This is an optimization exercise on Yosys and OpenROAD, whose aim is a short achievable clock period, not a production implementation. RTL that was checked went through simulation tests only; none was proved equivalent to the original. Power is estimated from default activity; no workload was simulated.

== the baseline ==
==> flow/design.v <==
package bp_pkg;
   typedef enum logic [1:0] {
      STRONG_NT = 2'b00,
      WEAK_NT   = 2'b01,
      WEAK_T    = 2'b10,
      STRONG_T  = 2'b11
   } counter_t;
   localparam logic [31:0] STAT_MAX = 32'hFFFF_FFFF;
   function automatic counter_t sat_next(counter_t c, logic taken);
      counter_t n;
      n = c;
      case (c)
         bp_pkg::STRONG_NT: n = taken ? bp_pkg::WEAK_NT  : bp_pkg::STRONG_NT;
         bp_pkg::WEAK_NT:   n = taken ? bp_pkg::WEAK_T   : bp_pkg::STRONG_NT;
         bp_pkg::WEAK_T:    n = taken ? bp_pkg::STRONG_T : bp_pkg::WEAK_NT;
         bp_pkg::STRONG_T:  n = taken ? bp_pkg::STRONG_T : bp_pkg::WEAK_T;
         default:   n = bp_pkg::STRONG_NT;
      endcase
      sat_next = n;
   endfunction
endpackage
module bp_counter_table
#(
   parameter  int ENTRIES = 16
) (
   input  logic               CLK,
   output logic [2*ENTRIES-1:0] ctr,
   input  logic [ENTRIES-1:0] wr_en,
   input  logic               wr_taken,
   input  logic [ENTRIES-1:0] wr_alloc
);
   bp_pkg::counter_t c [ENTRIES];
   always_ff @(posedge CLK) begin
      for (int i = 0; i < ENTRIES; i++) begin
         if (wr_en[i]) begin
            if (wr_alloc[i]) c[i] <= wr_taken ? bp_pkg::WEAK_T : bp_pkg::WEAK_NT;
            else             c[i] <= bp_pkg::sat_next(c[i], wr_taken);
         end
      end
   end
   always_comb begin
      for (int i = 0; i < ENTRIES; i++) ctr[2*i +: 2] = c[i];
   end
endmodule
module br_predictor_btb
#(
   parameter  int ENTRIES = 16,
   parameter  int HIST_W  = 4,
   localparam int IDX_W   = $clog2(ENTRIES)
) (
   input  logic              CLK,
   input  logic              nRST,
   input  logic [31:0]       lookup_pc,
   output logic              hit,
   output logic              predict,
   output logic [31:0]       pred_target,
   output logic [HIST_W-1:0] pred_hist,
   input  logic              pc_en,
   input  logic              upd_valid,
   input  logic [31:0]       upd_pc,
   input  logic              upd_taken,
   input  logic [31:0]       upd_target,
   input  logic              upd_pred,
   input  logic [HIST_W-1:0] upd_hist,
   output logic [31:0]       br_count,
   output logic [31:0]       mispred_count
);
   localparam int TAG_W = 32 - IDX_W - 2;
   logic [ENTRIES-1:0] valid;
   logic [TAG_W-1:0]   tags    [ENTRIES];
   logic [31:0]        targets [ENTRIES];
   logic [2*ENTRIES-1:0] ctr;
   logic [IDX_W-1:0]   l_idx, u_idx;
   logic [TAG_W-1:0]   l_tag, u_tag;
   logic               upd;
   assign l_idx = lookup_pc[IDX_W+1:2];
   assign l_tag = lookup_pc[31:IDX_W+2];
   assign u_idx = upd_pc[IDX_W+1:2];
   assign u_tag = upd_pc[31:IDX_W+2];
   assign upd = upd_valid & pc_en;
   logic [ENTRIES-1:0] l_sel;
   logic [31:0]        l_tgt;
   logic               l_ctr_t;
   always_comb begin
      for (int i = 0; i < ENTRIES; i++)
         l_sel[i] = (l_idx == IDX_W'(i)) && valid[i] && (tags[i] == l_tag);
   end
   assign l_tgt   = targets[l_idx];
   assign l_ctr_t = ctr[2*l_idx+1];
   assign hit         = |l_sel;
   assign predict     = hit & l_ctr_t;
   assign pred_target = {32{hit}} & l_tgt;
   assign pred_hist   = '0;
   logic [ENTRIES-1:0] u_sel, u_hit, u_alloc, u_tgt_we;
   always_comb begin
      for (int i = 0; i < ENTRIES; i++) begin
         u_sel[i]    = upd && (u_idx == IDX_W'(i));
         u_hit[i]    = valid[i] && (tags[i] == u_tag);
         u_alloc[i]  = u_sel[i] & ~u_hit[i];
         u_tgt_we[i] = u_sel[i] & (~u_hit[i] | upd_taken);
      end
   end
   bp_counter_table #(.ENTRIES(ENTRIES)) u_ctr (
      .CLK      (CLK),
      .ctr      (ctr),
      .wr_en    (u_sel),
      .wr_taken (upd_taken),
      .wr_alloc (~u_hit)
   );
   always_ff @(posedge CLK or negedge nRST) begin
      if (!nRST)           valid <= '0;
      else                 valid <= valid | u_alloc;
   end
   always_ff @(posedge CLK) begin
      for (int i = 0; i < ENTRIES; i++) begin
         if (u_alloc[i])  tags[i]    <= u_tag;
         if (u_tgt_we[i]) targets[i] <= upd_target;
      end
   end
   logic unused_bits;
   assign unused_bits = ^{lookup_pc[1:0], upd_pc[1:0], upd_hist};
   always_ff @(posedge CLK or negedge nRST) begin
      if (!nRST) begin
         br_count      <= '0;
         mispred_count <= '0;
      end else if (upd) begin
         if (br_count != bp_pkg::STAT_MAX) br_count <= br_count + 32'd1;
         if ((upd_pred != upd_taken) && (mispred_count != bp_pkg::STAT_MAX))
            mispred_count <= mispred_count + 32'd1;
      end
   end
endmodule
==> flow/config.mk <==
export PLATFORM = sky130hd
export DESIGN_NAME = br_predictor_btb
export DESIGN_NICKNAME = br_predictor_btb
export VERILOG_FILES = /design/flow/design.v
export SDC_FILE = /design/flow/constraint.sdc
export NUM_CORES = 4
export LEC_CHECK = 0
export CAP_MARGIN = 20
export CORE_MARGIN = 2
export CORE_UTILIZATION = 40
export SETUP_SLACK_MARGIN = 5.0
export SLEW_MARGIN = 20
==> flow/constraint.sdc <==
create_clock -name core_clock -period 7.0 [get_ports {CLK}]
set_input_delay 1.4000 -clock core_clock [delete_from_list [all_inputs] [get_ports {CLK}]]
set_output_delay 1.4000 -clock core_clock [all_outputs]
set_load 0.01 [all_outputs]
run.sh (not shown) runs the stock make flow with config.mk's settings and CLKGATE_MAP_FILE= SYNTH_SCRIPT=/design/flow/synth_recipe.tcl, a recipe that flattens the netlist after the stock synthesis.
Input changes introduced in the candidate (baseline for comparison: the baseline):
--- a/flow/design.v
+++ b/flow/design.v
@@ -78,19 +78,24 @@
    assign u_idx = upd_pc[IDX_W+1:2];
    assign u_tag = upd_pc[31:IDX_W+2];
    assign upd = upd_valid & pc_en;
    logic [ENTRIES-1:0] l_sel;
+   logic [ENTRIES-1:0] l_taken;
    logic [31:0]        l_tgt;
-   logic               l_ctr_t;
    always_comb begin
       for (int i = 0; i < ENTRIES; i++)
          l_sel[i] = (l_idx == IDX_W'(i)) && valid[i] && (tags[i] == l_tag);
    end
-   assign l_tgt   = targets[l_idx];
-   assign l_ctr_t = ctr[2*l_idx+1];
+   always_comb begin
+      l_tgt = '0;
+      for (int i = 0; i < ENTRIES; i++) begin
+         l_taken[i] = l_sel[i] & ctr[2*i+1];
+         l_tgt      = l_tgt | ({32{l_sel[i]}} & targets[i]);
+      end
+   end
    assign hit         = |l_sel;
-   assign predict     = hit & l_ctr_t;
-   assign pred_target = {32{hit}} & l_tgt;
+   assign predict     = |l_taken;
+   assign pred_target = l_tgt;
    assign pred_hist   = '0;
    logic [ENTRIES-1:0] u_sel, u_hit, u_alloc, u_tgt_we;
    always_comb begin
       for (int i = 0; i < ENTRIES; i++) begin
Relative contribution of the clock network to total power: the candidate vs the baseline down 0.3 points. When the final numbers for the baseline and the candidate were put side by side, the multi-input combinational area share turned out to be greater in the candidate. Summary — x dimension of the die, the candidate relative to the baseline: higher, by about 1.1%. Changes observed in the candidate relative to the baseline: portion of total power attributed to combinational logic shows a reduction of 1.2 points; power density over the cells fell 5.1%. Via count: the candidate worse than the baseline.
Only the layout flow was run in the baseline; the RTL was not checked for function there.

separate check: timing with driven ports:
How much do the figures lean on ideal ports? The routed layouts below were timed once more, with nothing changed but the port constraints. Step 1: set_driving_cell puts a clkbuf_16 on CLK and a buf_2 on each other input, an assumption about the parent block. Step 2, shift: input delay + t, output delay - t, t = (earliest + latest rising clock arrival at the registers) / 2. This alone moves slack from input paths to output paths. a / b / c = no drivers / after step 1 / after step 2; a / b = the first two.
run	t, ns	setup slack, ns	latest minus earliest clock arrival (ns)
the baseline	0.786	1.918 / 1.837 / 1.837	0.065 / 0.065
the candidate	0.823	1.867 / 1.834 / 1.834	0.077 / 0.077
After both steps every run listed still meets setup and hold. The setup slack of the baseline, which loses most, moves by -0.081 ns with the drivers and by -0.081 ns with both steps.
